Context: an optimization exercise on an open-source flow, tuned for small area, a short achievable clock period and few clock cycles. The choices shown serve that exercise and are no tape-out recipe.
The RTL was checked by simulation tests, not by an equivalence proof against the original design.

==> run P <==
==> flow/design.v <==
module icache_nway #(
    parameter int WAYS = 2,
    parameter int SETS = 8
) (
    input  logic         clk,
    input  logic         rst,
    input  logic         mem_read,
    input  logic [15:0]  mem_address,
    output logic [15:0]  mem_rdata,
    output logic         mem_resp,
    output logic         l2_read,
    output logic [15:0]  l2_address,
    input  logic [127:0] l2_rdata,
    input  logic         l2_resp
    ,
    input  logic         flush
);
    localparam int IW   = $clog2(SETS);
    localparam int TW   = 12 - IW;
    logic [SETS-1:0] valid0, valid1;
    logic [SETS-1:0] lru;                  
    logic [TW-1:0]   tag0  [SETS];
    logic [TW-1:0]   tag1  [SETS];
    logic [127:0]    ring0 [SETS];
    logic [127:0]    ring1 [SETS];
    logic [IW-1:0]   rot;
    logic [127:0]    pend;
    logic            pend_way;
    logic [IW-1:0]   pend_set;
    logic            pend_valid;
    logic            victim_q;
    logic [IW-1:0] idx;
    logic [TW-1:0] tag;
    logic [2:0]    word;
    logic          unused_bit;
    assign tag        = mem_address[15:4+IW];
    assign idx        = mem_address[4+IW-1:4];
    assign word       = mem_address[3:1];
    assign unused_bit = mem_address[0];
    logic [7:0] wsel;                       
    always_comb begin
        for (int k = 0; k < 8; k++) wsel[k] = word == 3'(k);
    end
    logic [SETS-1:0] ssel;
    always_comb begin
        for (int p = 0; p < SETS; p++) ssel[p] = IW'(p) - rot == idx;
    end
    logic [15:0] slot0 [SETS];
    logic [15:0] slot1 [SETS];
    logic [15:0] word0, word1, wordp, wordl2;
    for (genvar b = 0; b < 16; b++) begin : g_bit
        for (genvar p = 0; p < SETS; p++) begin : g_slot
            icache_nway_ao8 u_w0 (
                .sel (wsel),
                .d   ({ring0[p][112+b], ring0[p][96+b], ring0[p][80+b], ring0[p][64+b],
                       ring0[p][48+b],  ring0[p][32+b], ring0[p][16+b], ring0[p][b]}),
                .y   (slot0[p][b])
            );
            icache_nway_ao8 u_w1 (
                .sel (wsel),
                .d   ({ring1[p][112+b], ring1[p][96+b], ring1[p][80+b], ring1[p][64+b],
                       ring1[p][48+b],  ring1[p][32+b], ring1[p][16+b], ring1[p][b]}),
                .y   (slot1[p][b])
            );
        end
        icache_nway_ao8 u_wp (
            .sel (wsel),
            .d   ({pend[112+b], pend[96+b], pend[80+b], pend[64+b],
                   pend[48+b],  pend[32+b], pend[16+b], pend[b]}),
            .y   (wordp[b])
        );
        icache_nway_ao8 u_wl (
            .sel (wsel),
            .d   ({l2_rdata[112+b], l2_rdata[96+b], l2_rdata[80+b], l2_rdata[64+b],
                   l2_rdata[48+b],  l2_rdata[32+b], l2_rdata[16+b], l2_rdata[b]}),
            .y   (wordl2[b])
        );
        icache_nway_ao8 u_s0 (
            .sel (ssel),
            .d   ({slot0[7][b], slot0[6][b], slot0[5][b], slot0[4][b],
                   slot0[3][b], slot0[2][b], slot0[1][b], slot0[0][b]}),
            .y   (word0[b])
        );
        icache_nway_ao8 u_s1 (
            .sel (ssel),
            .d   ({slot1[7][b], slot1[6][b], slot1[5][b], slot1[4][b],
                   slot1[3][b], slot1[2][b], slot1[1][b], slot1[0][b]}),
            .y   (word1[b])
        );
    end
    logic [SETS-1:0] iset, e0, e1, pm0, pm1, r0, r1, rp;
    always_comb begin
        for (int s = 0; s < SETS; s++) begin
            iset[s] = idx == IW'(s);
            pm0[s]  = pend_valid && !pend_way && pend_set == IW'(s);
            pm1[s]  = pend_valid &&  pend_way && pend_set == IW'(s);
        end
    end
    for (genvar s = 0; s < SETS; s++) begin : g_tag
        icache_nway_eq u_e0 (.a(tag0[s]), .b(tag), .en(valid0[s]), .y(e0[s]));
        icache_nway_eq u_e1 (.a(tag1[s]), .b(tag), .en(valid1[s]), .y(e1[s]));
    end
    assign r0 = e0 & ~pm0;
    assign r1 = e1 & ~pm1;
    assign rp = (e0 & pm0) | (e1 & pm1);
    logic s0, s1, sp, hit1, hit;
    icache_nway_ao8 u_s0 (.sel(iset), .d(r0), .y(s0));
    icache_nway_ao8 u_s1 (.sel(iset), .d(r1), .y(s1));
    icache_nway_ao8 u_sp (.sel(iset), .d(rp), .y(sp));
    assign hit  = s0 || s1 || sp;
    assign hit1 = |(iset & e1);
    for (genvar b = 0; b < 16; b++) begin : g_out
        icache_nway_ao4 u_o (
            .sel ({l2_resp, sp, s1, s0}),
            .d   ({wordl2[b], wordp[b], word1[b], word0[b]}),
            .y   (mem_rdata[b])
        );
    end
    logic [IW-1:0] ins_set;
    logic          drain;
    assign ins_set = IW'(SETS - 1) - rot;
    assign drain   = pend_valid && pend_set == ins_set;
    logic block;
    assign block = pend_valid && !drain;
    assign mem_resp   = mem_read && (hit || l2_resp);
    assign l2_read    = mem_read && !hit && !block;
    assign l2_address = {mem_address[15:4], 4'b0000};
    logic victim;
    assign victim = |(iset & valid0) ? (|(iset & valid1) ? |(iset & lru) : 1'b1) : 1'b0;
    always_ff @(posedge clk) victim_q <= victim;
    logic fill;
    assign fill = mem_read && l2_resp;
    logic flush_now;
    assign flush_now = flush;
    always_ff @(posedge clk or posedge rst) begin
        if (rst) begin
            valid0 <= '0;
            valid1 <= '0;
            lru    <= '0;
        end else if (flush_now) begin
            valid0 <= '0;
            valid1 <= '0;
            lru    <= '0;
        end else begin
            if (fill) begin
                if (victim_q) valid1[idx] <= 1'b1;
                else          valid0[idx] <= 1'b1;
                lru[idx] <= !victim_q;
            end else if (mem_read && hit) begin
                lru[idx] <= !hit1;
            end
        end
    end
    always_ff @(posedge clk or posedge rst) begin
        if (rst) begin
            rot        <= '0;
            pend_valid <= 1'b0;
        end else begin
            rot <= rot + 1'b1;
            if (fill)       pend_valid <= 1'b1;
            else if (drain) pend_valid <= 1'b0;
        end
    end
    always_ff @(posedge clk) begin
        if (fill) begin
            if (victim_q) tag1[idx] <= tag;
            else          tag0[idx] <= tag;
            pend     <= l2_rdata;
            pend_way <= victim_q;
            pend_set <= idx;
        end
    end
    always_ff @(posedge clk) begin
        ring0[0] <= (drain && !pend_way) ? pend : ring0[SETS-1];
        ring1[0] <= (drain &&  pend_way) ? pend : ring1[SETS-1];
        for (int p = 1; p < SETS; p++) begin
            ring0[p] <= ring0[p-1];
            ring1[p] <= ring1[p-1];
        end
    end
endmodule
module icache_nway_ao8 (
    input  logic [7:0] sel,
    input  logic [7:0] d,
    output logic       y
);
    assign y = |(sel & d);
endmodule
module icache_nway_eq #(
    parameter int W = 9
) (
    input  logic [W-1:0] a,
    input  logic [W-1:0] b,
    input  logic         en,
    output logic         y
);
    assign y = en && a == b;
endmodule
module icache_nway_ao4 (
    input  logic [3:0] sel,
    input  logic [3:0] d,
    output logic       y
);
    assign y = |(sel & d);
endmodule
==> flow/run.sh <==
#!/bin/bash
# synth_recipe.tcl (not shown) runs the flow's synth.tcl, then flattens the netlist and writes it again
# the make line also repeats each setting of config.mk as NAME=value (left out here)
make -C /OpenROAD-flow-scripts/flow DESIGN_CONFIG=/design/flow/config.mk WORK_HOME=/design/flow/orfs CLKGATE_MAP_FILE= SYNTH_SCRIPT=/design/flow/synth_recipe.tcl finish
==> flow/config.mk <==
export PLATFORM = sky130hd
export DESIGN_NAME = icache_nway
export DESIGN_NICKNAME = icache_nway
export VERILOG_FILES = /design/flow/design.v
export SDC_FILE = /design/flow/constraint.sdc
export NUM_CORES = 4
export LEC_CHECK = 0
export CAP_MARGIN = 20
export CORE_MARGIN = 2
export CORE_UTILIZATION = 55
export CTS_CLUSTER_DIAMETER = 80
export CTS_CLUSTER_SIZE = 30
export SETUP_SLACK_MARGIN = 3.2
export SLEW_MARGIN = 20
export SYNTH_HIERARCHICAL = 1
export SYNTH_MINIMUM_KEEP_SIZE = 0
==> flow/constraint.sdc <==
create_clock -name core_clock -period 8.5 [get_ports {clk}]
set_input_delay 1.7000 -clock core_clock [delete_from_list [all_inputs] [get_ports {clk}]]
set_output_delay 1.7000 -clock core_clock [all_outputs]
set_load 0.01 [all_outputs]
==> run A: changes against run P <==
--- a/flow/design.v
+++ b/flow/design.v
@@ -171,7 +171,15 @@
         end
     end
+    logic         d0, d1;
+    logic [127:0] ins0, ins1;
+    assign d0 = drain && !pend_way;
+    assign d1 = drain &&  pend_way;
+    for (genvar i = 0; i < 128; i++) begin : g_ins
+        icache_nway_ao2 u_i0 (.s(d0), .ns(!d0), .a(pend[i]), .b(ring0[SETS-1][i]), .y(ins0[i]));
+        icache_nway_ao2 u_i1 (.s(d1), .ns(!d1), .a(pend[i]), .b(ring1[SETS-1][i]), .y(ins1[i]));
+    end
     always_ff @(posedge clk) begin
-        ring0[0] <= (drain && !pend_way) ? pend : ring0[SETS-1];
-        ring1[0] <= (drain &&  pend_way) ? pend : ring1[SETS-1];
+        ring0[0] <= ins0;
+        ring1[0] <= ins1;
         for (int p = 1; p < SETS; p++) begin
             ring0[p] <= ring0[p-1];
@@ -186,4 +194,13 @@
 );
     assign y = |(sel & d);
+endmodule
+module icache_nway_ao2 (
+    input  logic s,
+    input  logic ns,
+    input  logic a,
+    input  logic b,
+    output logic y
+);
+    assign y = (s && a) || (ns && b);
 endmodule
 module icache_nway_eq #(
--- a/flow/config.mk
+++ b/flow/config.mk
@@ -8,8 +8,8 @@
 export CAP_MARGIN = 20
 export CORE_MARGIN = 2
-export CORE_UTILIZATION = 55
+export CORE_UTILIZATION = 60
 export CTS_CLUSTER_DIAMETER = 80
 export CTS_CLUSTER_SIZE = 30
-export SETUP_SLACK_MARGIN = 3.2
+export SETUP_SLACK_MARGIN = 2.9
 export SLEW_MARGIN = 20
 export SYNTH_HIERARCHICAL = 1
==> summary of the runs <==
Of run P and run A, run A has the higher sequential share of layout area (gap 2.1 points).
In run A the non-clock buffer count is lower than in run P, by 52.
Against run P, the clock skew of run A is higher by 1.9 ps.
Count of clock-buffer cells in the layout: run P is higher than run A (1).
Testbench counts of run P, summed over its fixed seeds: cycles 28,626.
Testbench counts of run A, summed over its fixed seeds: cycles 28,626.

[static timing again, ports no longer ideal]
No port has a modelled driver above. Below, the same layouts with a new extraction and two added sets of constraints. Step 1, drivers: a clkbuf_16 drives clk and a buf_2 each remaining input, both assumed. Step 2 moves the port delays by t, midway between the first and last clock arrival at a register: inputs arrive t later, outputs are due t later. That takes back most of the time a late clock gives input paths. a / b / c = no drivers / after step 1 / after step 2; a / b = the first two.
run	shift t [ns]	slack for setup (ns)	cell pins on the clock port's net
run P	0.777	2.806 / 2.696 / 2.696	1
run A	0.786	2.843 / 2.723 / 2.723	1
After both steps every run listed still meets setup and hold. The setup slack of run A, which loses most, moves by -0.120 ns with the drivers and by -0.120 ns with both steps.
